From an optimization exercise on the open Yosys and OpenROAD flow, aimed at small area, a short achievable clock period and few clock cycles per item; shortcuts taken in it are not production practice.
Only simulation tests tie the RTL to the original design; equivalence was not proved.
Power and IR drop assume default switching activity.

## flow/design.v (module list and top-level ports; edited modules follow where they fit)
// module fp_mult_pipe: 1247 lines
module fp_mult_pipe #(
    parameter int EXP_W = 8,
    parameter int MAN_W = 23
) (
    input  logic                   clk,
    input  logic                   rst_n,
    input  logic                   in_valid,
    output logic                   in_ready,
    input  logic [EXP_W+MAN_W:0]   a,
    input  logic [EXP_W+MAN_W:0]   b,
    output logic                   out_valid,
    input  logic                   out_ready,
    output logic [EXP_W+MAN_W:0]   product,
    output logic [4:0]             flags
);
  // ...
==> flow/flow/run.sh <==
#!/bin/bash
# Standard ORFS layout through standard.sh, with three changes to how it is made:
#  - Yosys's quick ABC pass inside "synth" is skipped (SYNTH_ARGS=-noabc), so the
#    full-adder extraction sees the RTL's adder expressions directly; the final
#    ABC mapping, register mapping and naming are unchanged.
#  - ports are buffered with buf_2 cells instead of the delay cells buffer_ports
#    picks on its own (still one buffer on every input and output port);
#  - timing repair aims past the standard flow's slack target (SETUP_SLACK_MARGIN), which
#    shortens the achieved period. The SDC and clock period are the standard flow's.
# Each tool's full output goes to standard_flow.log and ORFS's own logs/.
set -euo pipefail
cd "$(dirname "$0")/.."
MARGIN=$(cat flow/margin.txt 2>/dev/null || echo 6.5)
bash standard.sh SYNTH_ARGS=-noabc SETUP_SLACK_MARGIN=$MARGIN "BUFFER_PORTS_ARGS=-buffer_cell sky130_fd_sc_hd__buf_2" finish > standard_flow.log 2>&1
==> flow/flow/margin.txt <==
6.0
==> flow/standard.sh <==
#!/bin/bash
# synth_recipe.tcl (not shown) runs the flow's synth.tcl, then flattens the netlist and writes it again
# the make line also repeats each setting of config.mk as NAME=value (left out here)
make -C /OpenROAD-flow-scripts/flow DESIGN_CONFIG=/design/flow/config.mk WORK_HOME=/design/flow/orfs CLKGATE_MAP_FILE= SYNTH_SCRIPT=/design/flow/synth_recipe.tcl "${@:-finish}"
==> flow/config.mk <==
export PLATFORM = sky130hd
export DESIGN_NAME = fp_mult_pipe
export DESIGN_NICKNAME = fp_mult_pipe
export VERILOG_FILES = /design/flow/design.v
export SDC_FILE = /design/flow/constraint.sdc
export NUM_CORES = 4
export LEC_CHECK = 0
export ABC_AREA = 1
export CAP_MARGIN = 20
export CORE_MARGIN = 2
export CORE_UTILIZATION = 55
export SETUP_SLACK_MARGIN = 5
export SLEW_MARGIN = 20
export TNS_END_PERCENT = 0
==> flow/constraint.sdc <==
create_clock -name core_clock -period 12.0 [get_ports {clk}]
set_input_delay 2.4000 -clock core_clock [delete_from_list [all_inputs] [get_ports {clk}]]
set_output_delay 2.4000 -clock core_clock [all_outputs]
set_load 0.01 [all_outputs]
==> impl_metrics.yaml, run 1 <==
critical_path:
  cp_num_cells: 13
  reg2reg_to: "sign_r"
  endpoint_kind: "flop"
  critPathKind: "in -> reg"
  startpoint_type: "input port"
  critical_path.top_delay_family: "adder cells"
finish:
  clk_share: 0.0133
  syn2layout_area_growth_pct: 13.7
  nNetsFinal: 2688
  postLayoutCellArea_sq_um: 21100
  final_cells: 2679
  seq_cell_count: 85
  reg_top3: "cut_r: 68 flops, e_r: 10 flops"
  clock_buffers: 10
  multiInputGateArea_sq_um: 15000
synthesis:
  synth.most_common_cell: "xor2_1"
  synth-simple-area-share: 0.110
  synth.distinct_cells: 45
  ys_ff_latch: 85
  netlist_area_sq_um: 18600
detailed_routing:
  detail_route.first_pass.iterations: 5
  routed-via-count: 16877
  drtIter0Drc: 1781
  wl_mm: 66.4
power_and_ir_drop:
  p_comb_mw: 4.81
  peakVddDrop_mv: 0.226
  pwr-share-clk: 0.048
  pg_seq_mw: 0.750
sta:
  tightest_slew_ns: 1.02
  hold_viol_final: 0
  fin_skew_ns: 0.0127
  grt_setup_unrepaired: "true"
clock_network:
  insertion_delay_ns: 0.37
  cts-root-buf: "clkbuf_16"
  cts_sinks: 85
  cts_made_buffers: 9
  clkTransAtPathRegs_ns: 0.07
job:
  cap_violations: 0
floorplanning:
  initial_core_util: 0.556
  coreArea_sq_um: 33400
placed_design:
  numPlacedInstances: 2596
  dpl_cell_area_sq_um: 19400
  finalWeightedCongestion: 0.915
status:
  status: "complete, no violations"
worst_hold_path:
  hp-start: "v_r"
Testbench counts, summed over its fixed seeds: cycles 8,008, items 8,000.
==> inputs of run 2 (changes only) <==
==> flow/flow/margin.txt (replaced) <==
6.25
--- a/flow/config.mk
+++ b/flow/config.mk
@@ -8,7 +8,7 @@
 export ABC_AREA = 1
 export CAP_MARGIN = 20
 export CORE_MARGIN = 2
-export CORE_UTILIZATION = 55
+export CORE_UTILIZATION = 40
 export SETUP_SLACK_MARGIN = 5
 export SLEW_MARGIN = 20
 export TNS_END_PERCENT = 0
==> impl_metrics.yaml, run 2 <==
sta:
  fin_skew_ns: 0.0111
  slew_violations: 0
  setup_tns_ns: 0
  setup_viol: 0
  grt_setup_unrepaired: "true"
  maxSlewHeadroom: 0.220
  period_minus_slack_ns: 5.89
  max_freq_mhz: 170
  hold_viol_final: 0
  tightest_slew_ns: 1.16
  fin_crit_sh: 0.491
detailed_routing:
  detail_route.first_pass.iterations: 6
  wl_mm: 70.7
  routed-via-count: 17414
  viasPerCell: 6.08
  wl_per_cell_um: 24.7
  route.detailed.drc: 0
  drtIter0Drc: 2405
  ant_nets: 0
placed_design:
  place_hpwl_mm: 46.4
  finalWeightedCongestion: 0.953
  numPlacedInstances: 2735
  io_buffers: 106
power_and_ir_drop:
  sw_frac_of_total: 0.538
  peakVddDrop_mv: 0.193
  p_total_mw: 6.08
  intPower_mw: 2.81
  power_switching_mw: 3.27
  power.leakage_nw: 9.55
  pwr-share-clk: 0.050
  power.density_cell_area_nw_per_um2: 276
  pwr-share-seq: 0.120
  combPwrFrac: 0.830
synthesis:
  async_flop_share: 0.0118
  ys_ff_latch: 85
  synth-simple-area-share: 0.110
  yosysTopAreaCellShare: 0.279
  synth_compound_area_frac: 0.153
  synth_adder_area_share: 0.370
  ys.flop_type: "edfxtp_1"
  yosysWarnings: 1
  netlist_area_sq_um: 18600
  synth_top_cell_by_area: "fa_1"
  synth_mux_area_frac: 0
  syn_avg_cell_area_sq_um: 8.67
  synthTopCellsByArea: "fa_1, xor2_1, edfxtp_1, ha_1, o22ai_1"
  yosysSeqAreaShare: 0.137
  synth_top_family_by_area: "adder cells"
  synthCells: 2145
  synth_edf_count: 84
  synth.distinct_cells: 45
  synthTopCellsByCount: "xor2_1, o22ai_1, fa_1"
  synth.most_common_cell: "xor2_1"
  synth-xor-area-share: 0.145
  synth_fp_nets: 2607
floorplanning:
  initial_core_util: 0.402
  die_area_sq_um: 48200
  ioPinCount: 107
  num_rows: 79
  die_y_um: 220
  coreArea_sq_um: 46300
  die_w_um: 220
critical_path:
  startpoint_type: "input port"
  critPathKind: "in -> reg"
  worstPathRequired_ns: 12.11
  worstRegToRegCells: 2
  worstPathArrival_ns: 5.99
  crit_path_end: "cut_r[25]"
  crit_fanout: 10
  reg2reg_to: "cut_r[56]"
  timing.rr.start: "v_r"
  ff2ff_setup_slack_ns: 10.45
  endpoint_kind: "flop"
  crit_start: "b[7]"
global_routing:
  grt_max_degree: 39
  grt_use_total: 0.284
  grt-ovfl-total: 0
  grt_pass1_wl_mm: 103
  grt_pass1_vias: 17138
  antenna_found_initial: 2
clock_network:
  cts_made_buffers: 9
  htreeDepth: 3
  cts-root-buf: "clkbuf_16"
  clockBufferDepth: 2
  clkTransAtPathRegs_ns: 0.08
  cts_tree: "yes"
  cts_sinks: 85
  insertion_delay_ns: 0.38
worst_hold_path:
  hold_class: "reg -> reg"
finish:
  post_route_cells_drive_above_1_share: 0.204
  final_cells: 2864
  largest_reg_flops: 68
  fillers: 4340
  max_flop_register: "cut_r"
  nNetsFinal: 2712
  reg_top3: "cut_r: 68 flops, e_r: 10 flops"
  layout_commonest_cell: "xor2_1"
  syn2layout_area_growth_pct: 18.5
  final_cell_mix: "xor2_1, o22ai_1, fa_1, inv_1, nand2_1"
job:
  cap_violations: 0
status:
  status: "complete, no violations"
run 2: cell count changes in the layout (fill, tap and decap cells not counted), sizes merged:
cell,delta
buf,+14
clkbuf,-7
clkinvlp,+4
bufbuf,+3
o21ai,+3
bufinv,+2
diode,+2
nand2,+2
o21bai,+2
inv,+1
run 2: metal layers:
layer,vias to the layer above,GRT usage,part of all wire
met5,-,0,0.00025
met4,2,0.153,0.061
met3,318,0.0602,0.11
met2,1227,0.444,0.44
met1,8428,0.369,0.38
li1,7439,-,-
run 2: cell type report:
type                       instances  area, sq um  area share
multi-input combinational       1667        15400       0.698
timing repair inverter            11         73.8     0.00335
clock inverter                     7         88.8     0.00403
inverter                         254         1050      0.0476
antenna                            2         5.00    0.000227
clock buffer                       9          225      0.0102
sequential                        85         2550       0.116
timing repair buffer             222         1910      0.0868
tap                              607          759      0.0345
run 2: worst min path at each step:
stage               startpoint        end  cells after the start
floorplan                  v_r        v_r                      2
global placement           v_r  cut_r[20]                      1
detailed placement         v_r  cut_r[20]                      1
CTS                        v_r   cut_r[5]                      1
global route               v_r  cut_r[20]                      1
finish                     v_r   cut_r[6]                      1
run 2: kinds of logic (layout without fill, tap and decap cells):
group                    count (synthesis)  after routing
other                                    0              2
XOR/XNOR                               307            307
flip-flops                              85             85
adder cells (fa/ha/maj)                394            394
AO/OA/AOI/OAI                          480            485
AND/OR/NAND/NOR                        477            481
buffers and inverters                  402            503
run 2: timing repair:
action	CTS	global route
hold buffers	0	0
endpoints found under the hold margin	0	0
gates cloned	16	14
buffers inserted	25	56
setup endpoints to repair	92	87
pin swaps	12	57
gates resized for setup	107	107
run 2: power groups by stage:
stage	clock, mW	sequential (mW)	combinational, mW
after floorplan	0	0.718	3.38
after global placement	0	0.740	4.59
after detailed placement	0	0.737	4.70
after CTS	0.310	0.732	4.87
after global routing	0.320	0.746	5.71
final	0.302	0.730	5.05
run 2: per-stage QoR:
stage               instance area [sq um]  hold slack (ns)  setup WS [ns]  utilization
global placement                    19700            0.896           4.94        0.427
detailed placement                  19700            0.909           4.88        0.427
CTS                                 20900            0.929           6.08        0.452
floorplan                           19200             1.10           6.12            -
finish                              22000            0.896           6.11        0.476
global route                        22000            0.974           6.03        0.476
run 2: critical path, cell delays in order:
cell,delay (ns)
buf_2,0.13
buf_12,0.15
nand2_4,0.08
inv_8,0.06
nor2_4,0.18
buf_12,0.15
inv_4,0.09
o22ai_2,0.17
xor2_1,0.22
fa_1,0.52
fa_2,0.40
fa_2,0.55
fa_1,0.43
fa_1,0.43
==> inputs of run 3 (changes only) <==
==> flow/flow/margin.txt (replaced) <==
5.75
==> impl_metrics.yaml, run 3 <==
status:
  status: "complete, no violations"
sta:
  fin_skew_ns: 0.0163
  period_minus_slack_ns: 6.24
  fin_crit_sh: 0.520
  maxSlewHeadroom: 0.315
  tightest_slew_ns: 1.03
  slew_violations: 0
  hold_viol_final: 0
  setup_tns_ns: 0
  max_freq_mhz: 160
  hold_slack_ns: 1.03
  setup_viol: 0
  grt_setup_unrepaired: "true"
floorplanning:
  ioPinCount: 107
  coreArea_sq_um: 46300
  initial_core_util: 0.402
  die_area_sq_um: 48200
  num_rows: 79
  die_w_um: 220
  die_y_um: 220
critical_path:
  crit_fanout: 29
  critPathKind: "in -> reg"
  endpoint_kind: "flop"
  worstRegToRegCells: 2
  worstPathArrival_ns: 6.33
  worstPathRequired_ns: 12.09
  timing.rr.start: "v_r"
  startpoint_type: "input port"
  reg2reg_to: "cut_r[55]"
  ff2ff_setup_slack_ns: 10.02
finish:
  reg_top3: "cut_r: 68 flops, e_r: 10 flops"
  antenna_cells: 0
  post_route_cells_drive_above_1_share: 0.118
  syn2layout_area_growth_pct: 9.29
  max_flop_register: "cut_r"
  nNetsFinal: 2641
  layout_commonest_cell: "xor2_1"
  final_cell_mix: "xor2_1, o22ai_1, fa_1, inv_1, nand2_1"
  largest_reg_flops: 68
power_and_ir_drop:
  power.density_cell_area_nw_per_um2: 284
  combPwrFrac: 0.814
  pwr-share-clk: 0.059
  power.leakage_nw: 8.90
  power_switching_mw: 3.06
  sw_frac_of_total: 0.530
  pwr-share-seq: 0.127
  p_total_mw: 5.77
  intPower_mw: 2.71
  peakVddDrop_mv: 0.196
detailed_routing:
  drtIter0Drc: 1882
  route.detailed.drc: 0
  ant_nets: 0
  viasPerCell: 5.85
  routed-via-count: 16321
  wl_per_cell_um: 22.3
  detail_route.first_pass.iterations: 5
  route.met2.wl_mm: 26.7
  wl_mm: 62.3
  wl_met1_mm: 26.9
  wl_met3_mm: 5.62
  top_layer_used: "met4"
synthesis:
  yosysSeqAreaShare: 0.137
  syn_avg_cell_area_sq_um: 8.67
  synth_edf_count: 84
  netlist_area_sq_um: 18600
  async_flop_share: 0.0118
  synthCells: 2145
  synth.distinct_cells: 45
  synthTopCellsByArea: "fa_1, xor2_1, edfxtp_1, ha_1, o22ai_1"
  synth_top_cell_by_area: "fa_1"
  synth.most_common_cell: "xor2_1"
  yosysTopAreaCellShare: 0.279
  synth_fp_nets: 2607
  synthTopCellsByCount: "xor2_1, o22ai_1, fa_1"
  ys.flop_type: "edfxtp_1"
  ys_ff_latch: 85
  yosysWarnings: 1
placed_design:
  place_hpwl_mm: 44.1
  io_buffers: 106
  finalWeightedCongestion: 0.910
clock_network:
  insertion_delay_ns: 0.37
  cts_tree: "yes"
  htreeDepth: 3
  cts_made_buffers: 9
  clockBufferDepth: 2
  cts-root-buf: "clkbuf_16"
  clkTransAtPathRegs_ns: 0.08
  cts_hold_buf: 0
  cts_sinks: 85
global_routing:
  grt-ovfl-total: 0
  grt_use_total: 0.259
  grt_pass1_vias: 16280
  antenna_found_initial: 0
  grt_max_degree: 47
  grt_pass1_wl_mm: 95.4
worst_hold_path:
  hold_class: "reg -> reg"
  min_to: "cut_r[38]"
  whs_path_depth: 1
  hp-start: "v_r"
job:
  cap_violations: 0
run 3: cell type report:
cell class,count,area (sq um)
Fill cell,4630,25900
Multi-Input combinational cell,1658,14500
Sequential cell,85,2550
Timing Repair Buffer,164,1070
Inverter,254,1010
Tap cell,607,759
Clock buffer,9,225
Clock inverter,7,128
Timing Repair inverter,7,47.5
run 3: timing repair:
item / in CTS / in global routing
endpoints found under the setup margin: 74 / 84
pin swaps: 0 / 2
gates cloned: 4 / 3
resized for setup: 24 / 50
buffers inserted: 10 / 18
run 3: kinds of logic after synthesis:
| family | after synthesis | share of synthesized area |
|---|---|---|
| DFF | 85 | 0.137 |
| and+or+nand+nor | 477 | 0.110 |
| AOI/OAI and AO/OA | 480 | 0.153 |
| adders and majority gates | 394 | 0.370 |
| xor gates and xnor gates | 307 | 0.145 |
| buffers and inverters | 402 | 0.0853 |
run 3: power by group through the flow:
| stage | Combinational (mW) | Clock, mW | Sequential, mW |
|---|---|---|---|
| 2_1_floorplan | 3.32 | 0 | 0.719 |
| 3_3_place_gp | 4.45 | 0 | 0.743 |
| 3_5_place_dp | 4.57 | 0 | 0.742 |
| 4_1_cts | 4.60 | 0.351 | 0.736 |
| 5_1_grt | 5.34 | 0.357 | 0.748 |
| 6_report | 4.69 | 0.341 | 0.734 |
run 3: how the worst max path moves through the flow:
stage / start / end / slack, ns / depth (start not counted)
final: b[9] / cut_r[41] / 5.76 / 14
after global routing: cut_r[3] / product[21] / 5.64 / 15
after CTS: b[3] / cut_r[27] / 5.50 / 10
after detailed placement: b[9] / cut_r[41] / 4.73 / 14
after global placement: b[9] / cut_r[43] / 4.80 / 14
after floorplan: b[3] / cut_r[31] / 5.76 / 11
run 3: routing by layer:
metal  GRT usage  vias up
met3      0.0479      143
li1            -     7295
met2       0.389      898
met4       0.119        0
met1       0.362     7985
met5           0        -
run 3: metrics by stage:
stage	instance area [sq um]	cells	util	setup slack, ns
CTS	20000	2770	0.432	5.50
global route	20300	2791	0.439	5.64
global placement	19500	2740	0.421	4.80
detailed placement	19500	2740	0.421	4.73
floorplan	18600	2145	-	5.76
finish	20300	2791	0.439	5.76
run 3: critical path, cell delays in order:
cell	delay [ns]
buf_2	0.10
buf_12	0.22
inv_1	0.18
nor2_1	0.18
o21bai_1	0.15
buf_6	0.28
o21ai_0	0.14
xor2_1	0.20
fa_1	0.49
inv_1	0.06
fa_1	0.41
fa_1	0.47
fa_1	0.44
fa_1	0.53
==> inputs of run 4 (changes only) <==
==> flow/flow/margin.txt (replaced) <==
6.0
==> impl_metrics.yaml, run 4 <==
critical_path:
  endpoint_kind: "flop"
  ff2ff_setup_slack_ns: 10.01
  startpoint_type: "input port"
  critPathMaxStageDelay_ns: 0.58
  timing.rr.start: "v_r"
  crit_buf_inv: 4
  crit_start: "b[17]"
  worstPathArrival_ns: 6.12
  cp_cell_sequence: "buf_2 -> buf_12 -> clkinv_4 -> o21ai_4 -> buf_6 -> o22ai_2 -> xor2_1 -> fa_1 -> fa_1 -> fa_1 -> fa_1 -> fa_1"
  cp_num_cells: 12
  critical_path.top_delay_family: "adder cells"
  crit_top_cell: "fa_1"
  worstPathRequired_ns: 12.10
  worstRegToRegCells: 2
  critPathKind: "in -> reg"
  crit_fanout: 12
  critPathSlowestCell: "fa_1"
synthesis:
  synth_top_family_by_area: "adder cells"
  synth_fp_nets: 2607
  synthTopCellsByArea: "fa_1, xor2_1, edfxtp_1, ha_1, o22ai_1"
  synth.most_common_cell: "xor2_1"
  async_flop_share: 0.0118
  yosysTopAreaCellShare: 0.279
  synth_top_cell_by_area: "fa_1"
  synth_mux_area_frac: 0
  ys_ff_latch: 85
  synth.distinct_cells: 45
  synth_compound_area_frac: 0.153
  ys.flop_type: "edfxtp_1"
  syn_avg_cell_area_sq_um: 8.67
  yosysSeqAreaShare: 0.137
  synthCells: 2145
  synth_edf_count: 84
  synth_adder_area_share: 0.370
  netlist_area_sq_um: 18600
  synth-xor-area-share: 0.145
  yosysWarnings: 1
  synthTopCellsByCount: "xor2_1, o22ai_1, fa_1"
  synth-simple-area-share: 0.110
floorplanning:
  initial_core_util: 0.402
  die_y_um: 220
  ioPinCount: 107
  num_rows: 79
  die_w_um: 220
  coreArea_sq_um: 46300
  die_area_sq_um: 48200
clock_network:
  htreeDepth: 3
  cts-root-buf: "clkbuf_16"
  clkTransAtPathRegs_ns: 0.08
  cts_tree: "yes"
  insertion_delay_ns: 0.37
  clockBufferDepth: 2
  cts_hold_buf: 0
  cts_made_buffers: 9
  cts_sinks: 85
sta:
  setup_tns_ns: 0
  slew_violations: 0
  setup_viol: 0
  tightest_slew_ns: 0.985
  fin_crit_sh: 0.501
  grt_setup_unrepaired: "true"
  period_minus_slack_ns: 6.01
  max_freq_mhz: 166
  hold_slack_ns: 1.03
  fin_skew_ns: 0.0155
  hold_viol_final: 0
  maxSlewHeadroom: 0.343
finish:
  antenna_cells: 0
  postLayoutCellArea_sq_um: 21200
  nNetsFinal: 2682
  final_cell_mix: "xor2_1, fa_1, o22ai_1, nand2_1, inv_1"
  max_flop_register: "cut_r"
  post_route_cells_drive_above_1_share: 0.156
  layout_commonest_cell: "xor2_1"
  final_util: 0.458
  largest_reg_flops: 68
  syn2layout_area_growth_pct: 13.9
  final_cells: 2832
  reg_top3: "cut_r: 68 flops, e_r: 10 flops"
detailed_routing:
  drtIter0Drc: 1936
  ant_nets: 0
  detail_route.first_pass.iterations: 6
  wl_mm: 66.5
  routed-via-count: 16905
  viasPerCell: 5.97
  wl_met3_mm: 6.80
  wl_met1_mm: 27.6
  top_layer_used: "met4"
  route.detailed.drc: 0
  wl_per_cell_um: 23.5
  route.met2.wl_mm: 28.2
global_routing:
  grt_pass1_wl_mm: 98.8
  grt_use_total: 0.270
  grt_max_degree: 47
  grt-ovfl-total: 0
  antenna_found_initial: 0
  grt_pass1_vias: 16483
worst_hold_path:
  hold_class: "reg -> reg"
  hp-start: "v_r"
  whs_path_depth: 1
job:
  cap_violations: 0
power_and_ir_drop:
  power.density_cell_area_nw_per_um2: 275
  peakVddDrop_mv: 0.207
  power.leakage_nw: 9.24
placed_design:
  io_buffers: 106
  dpl_cell_area_sq_um: 19500
  numPlacedInstances: 2740
  place_hpwl_mm: 44.1
  finalWeightedCongestion: 0.910
status:
  status: "complete, no violations"
## run 4: cell counts after synthesis
Identical to the previous run, type by type.
## run 4: worst reg2reg max path: stages (launching register included)
cell,delay [ns]
dfrtp_1,0.41
nand2_4,0.44
buf_4,0.73
## run 4: power breakdown
part	total, mW	internal, mW	switching [mW]
logic	4.75	1.85	2.90
clock network	0.341	0.207	0.134
registers	0.734	0.682	0.0526
total	5.83	2.74	3.09
## run 4: worst paths after layout
check,end
min in group asynchronous,v_r
setup reg to reg,cut_r[55]
hold reg to reg,cut_r[38]
hold / removal,cut_r[38]
setup / recovery,cut_r[23]
max in group asynchronous,v_r
## run 4: layout make-up
| cell class | instances | area (sq um) |
|---|---|---|
| fillers | 4558 | 25100 |
| multi-input cells | 1658 | 14800 |
| flip-flops and latches | 85 | 2550 |
| repair buffers | 202 | 1640 |
| inverters | 254 | 1020 |
| well taps | 607 | 759 |
| clock buffers | 9 | 225 |
| clock inverters | 7 | 128 |
| repair inverters | 10 | 67.6 |
## run 4: cell families (layout without fill, tap and decap cells)
family	count (synthesis)	after routing
AOI/OAI and AO/OA	480	480
and+or+nand+nor	477	477
buffers and inverters	402	482
adders and majority gates	394	394
xor gates and xnor gates	307	307
DFF	85	85
## run 4: timing repair
action,4_1_cts,5_1_grt
pin swaps,10,38
endpoints found under the setup margin,91,71
setup buffers,28,23
gates resized for setup,101,72
cloned,15,10
## run 4: metal layers
layer,vias up,global-route usage
li1,7374,-
met1,8198,0.375
met2,1103,0.400
met3,230,0.0553
met4,0,0.130
met5,-,0
## run 4: metrics by stage
stage	power, mW	setup slack (ns)
floorplan	4.04	5.76
global placement	5.19	4.80
detailed placement	5.31	4.73
CTS	5.76	5.98
global route	6.50	5.90
finish	5.83	5.99
==> inputs of run 5 (changes only) <==
--- a/flow/config.mk
+++ b/flow/config.mk
@@ -8,7 +8,7 @@
 export ABC_AREA = 1
 export CAP_MARGIN = 20
 export CORE_MARGIN = 2
-export CORE_UTILIZATION = 40
+export CORE_UTILIZATION = 48
 export SETUP_SLACK_MARGIN = 5
 export SLEW_MARGIN = 20
 export TNS_END_PERCENT = 0
==> impl_metrics.yaml, run 5 <==
sta:
  hold_viol_final: 0
  setup_viol: 0
  tightest_slew_ns: 0.899
  period_minus_slack_ns: 6.01
  hold_slack_ns: 0.821
  fin_skew_ns: 0.0198
  grt_setup_unrepaired: "true"
  slew_violations: 0
  fin_ws_ns: 5.99
  fin_crit_sh: 0.501
  setup_tns_ns: 0
  maxSlewHeadroom: 0.400
  max_freq_mhz: 166
global_routing:
  grt_pass1_wl_mm: 97.9
  grt_max_degree: 65
  grt_use_total: 0.314
  antenna_found_initial: 0
  grt-ovfl-total: 0
  grt_pass1_vias: 16847
clock_network:
  clkTransAtPathRegs_ns: 0.08
  insertion_delay_ns: 0.38
  cts_tree: "yes"
  clockBufferDepth: 2
  cts_made_buffers: 9
  cts_sinks: 85
  htreeDepth: 3
  cts_hold_buf: 0
  cts-root-buf: "clkbuf_16"
detailed_routing:
  drtIter0Drc: 1635
  detail_route.first_pass.iterations: 6
  wl_per_cell_um: 24.1
  wl_mm: 66.0
  routed-via-count: 16755
  ant_nets: 0
  route.detailed.drc: 0
  viasPerCell: 6.12
critical_path:
  reg2reg_to: "cut_r[17]"
  critPathSlowestCell: "fa_1"
  cp_cell_sequence: "clkbuf_4 -> buf_12 -> clkinvlp_4 -> o21ai_4 -> clkbuf_16 -> o22ai_1 -> xor2_1 -> fa_1 -> fa_1 -> fa_1 -> fa_1 -> fa_1"
  endpoint_kind: "flop"
  crit_top_cell: "fa_1"
  startpoint_type: "input port"
  ff2ff_setup_slack_ns: 10.09
  timing.rr.start: "v_r"
  worstPathArrival_ns: 6.12
  critPathMaxStageDelay_ns: 0.55
  critPathKind: "in -> reg"
  crit_fanout: 6
  worstRegToRegCells: 2
  worstPathRequired_ns: 12.11
finish:
  final_cell_mix: "xor2_1, o22ai_1, fa_1, inv_1, nand2_1"
  largest_reg_flops: 68
  max_flop_register: "cut_r"
  syn2layout_area_growth_pct: 12.7
  reg_top3: "cut_r: 68 flops, e_r: 10 flops"
  fillers: 3576
  post_route_cells_drive_above_1_share: 0.146
  final_util: 0.545
  nNetsFinal: 2675
  layout_commonest_cell: "xor2_1"
power_and_ir_drop:
  peakVddDrop_mv: 0.168
  p_total_mw: 5.78
  power.leakage_nw: 9.17
  power.density_cell_area_nw_per_um2: 276
worst_hold_path:
  hp-start: "v_r"
  whs_path_depth: 2
  min_to: "v_r"
  hold_class: "reg -> reg"
placed_design:
  pre_cts_ws_ns: 4.59
  place_hpwl_mm: 44.2
  finalWeightedCongestion: 0.931
  io_buffers: 106
synthesis:
  synthTopCellsByCount: "xor2_1, o22ai_1, fa_1"
  netlist_area_sq_um: 18600
  yosysTopAreaCellShare: 0.279
  ys.flop_type: "edfxtp_1"
  synth_top_cell_by_area: "fa_1"
  async_flop_share: 0.0118
  syn_avg_cell_area_sq_um: 8.67
  synthCells: 2145
  synth.most_common_cell: "xor2_1"
  synth.distinct_cells: 45
  synthTopCellsByArea: "fa_1, xor2_1, edfxtp_1, ha_1, o22ai_1"
  synth_fp_nets: 2607
  yosysSeqAreaShare: 0.137
  synth_edf_count: 84
  yosysWarnings: 1
  ys_ff_latch: 85
job:
  cap_violations: 0
floorplanning:
  coreArea_sq_um: 38500
  die_y_um: 201
  ioPinCount: 107
  initial_core_util: 0.483
  die_area_sq_um: 40300
  die_w_um: 201
  num_rows: 72
status:
  status: "complete, no violations"
run 5: changes by cell type in the layout (fill, tap and decap cells not counted), moves of 4 or more:
cell	change
o22ai_1	+7
o22ai_2	-7
buf_4	-7
fa_1	+5
fa_2	-5
buf_2	-4
nand2_1	-5
run 5: how the worst max path moves through the flow:
| stage | startpoint | end | slack (ns) | cells after the start |
|---|---|---|---|---|
| 2_1_floorplan | b[3] | cut_r[31] | 5.76 | 11 |
| 3_3_place_gp | b[5] | cut_r[25] | 4.71 | 10 |
| 3_5_place_dp | b[5] | cut_r[25] | 4.59 | 10 |
| 4_1_cts | b[9] | cut_r[25] | 5.92 | 12 |
| 5_1_grt | b[11] | cut_r[33] | 5.90 | 14 |
| 6_report | b[11] | cut_r[35] | 5.99 | 12 |
run 5: what timing repair did:
action                                  4_1_cts  5_1_grt
gates resized for setup                      72       92
endpoints found under the setup margin       91       80
pin swaps                                     1       29
cloned                                        6       18
setup buffers                                13       29
run 5: per-layer routing:
metal,vias to the layer above,global-route usage,share of wire
met1,8106,0.415,0.40
li1,7367,-,-
met2,1019,0.498,0.44
met4,0,0.158,0.070
met5,-,0,0
met3,263,0.0580,0.092
run 5: critical path: cells and delay by family:
family	cells	cell delay (ns)
buf+inv	4	0.70
compound gates	2	0.43
fa+ha+maj	5	2.39
xor+xnor	1	0.19
run 5: power breakdown:
group / leakage [nW] / switching (mW) / internal, mW
clock: 0.151 / 0.147 / 0.149
sequential: 0.857 / 0.0608 / 0.682
combinational: 8.17 / 2.89 / 1.86
run 5: cells by family after synthesis:
logic type,share of synthesized area
AOI/OAI and AO/OA,0.153
xor gates and xnor gates,0.145
adders and majority gates,0.370
buffers and inverters,0.0853
DFF,0.137
and+or+nand+nor,0.110
run 5: per-stage QoR:
stage / std cells / cell area (sq um)
floorplan: 2145 / 18600
global placement: 2654 / 19400
detailed placement: 2654 / 19400
CTS: 2689 / 20100
global route: 2736 / 20900
finish: 2737 / 21000
run 5: area by class of cell:
class                           count  area (sq um)  share of cell area
Inverter                          254          1010              0.0483
Antenna cell                        1          2.50            0.000119
Clock inverter                      7          86.3             0.00412
Multi-Input combinational cell   1660         14800               0.706
Timing Repair inverter              9          57.6             0.00275
Tap cell                          518           648              0.0309
Sequential cell                    85          2550               0.122
Timing Repair Buffer              194          1580              0.0753
Clock buffer                        9           225              0.0107

## re-timing with driven ports
How much do the figures lean on ideal ports? The routed layouts below were timed once more, with nothing changed but the port constraints.
Step 1, drivers: a clkbuf_16 drives clk and a buf_2 each remaining input, both assumed.
Step 2 adds t to the input delays and takes it off the output delays; t is the mean of the earliest and latest rising clock arrival at the registers after step 1. Input paths then give back, and output paths get back, about the clock's delay inside the block.
a / b / c = ideal ports / drivers / drivers and shift; a / b = the first two.
run | t, ns | setup WS [ns] | hold WS [ns] | worst register clock-pin slew, ns | pins driven straight from the clock port
run 1 | 0.425 | 5.957 / 5.995 / 5.570 | 0.832 / 0.832 / 0.832 | 0.07 / 0.07 | 1
run 2 | 0.432 | 6.113 / 6.152 / 5.720 | 0.896 / 0.896 / 0.896 | 0.08 / 0.08 | 1
run 3 | 0.418 | 5.761 / 5.791 / 5.372 | 1.025 / 1.025 / 1.025 | 0.08 / 0.08 | 1
run 4 | 0.419 | 5.986 / 6.017 / 5.597 | 1.031 / 1.031 / 1.031 | 0.08 / 0.08 | 1
run 5 | 0.421 | 5.987 / 6.010 / 5.589 | 0.821 / 0.821 / 0.821 | 0.08 / 0.08 | 1
After both steps setup and hold are still met in every run listed. For run 5, which loses most, drivers alone change the setup slack by +0.023 ns; drivers and shift together by -0.398 ns.
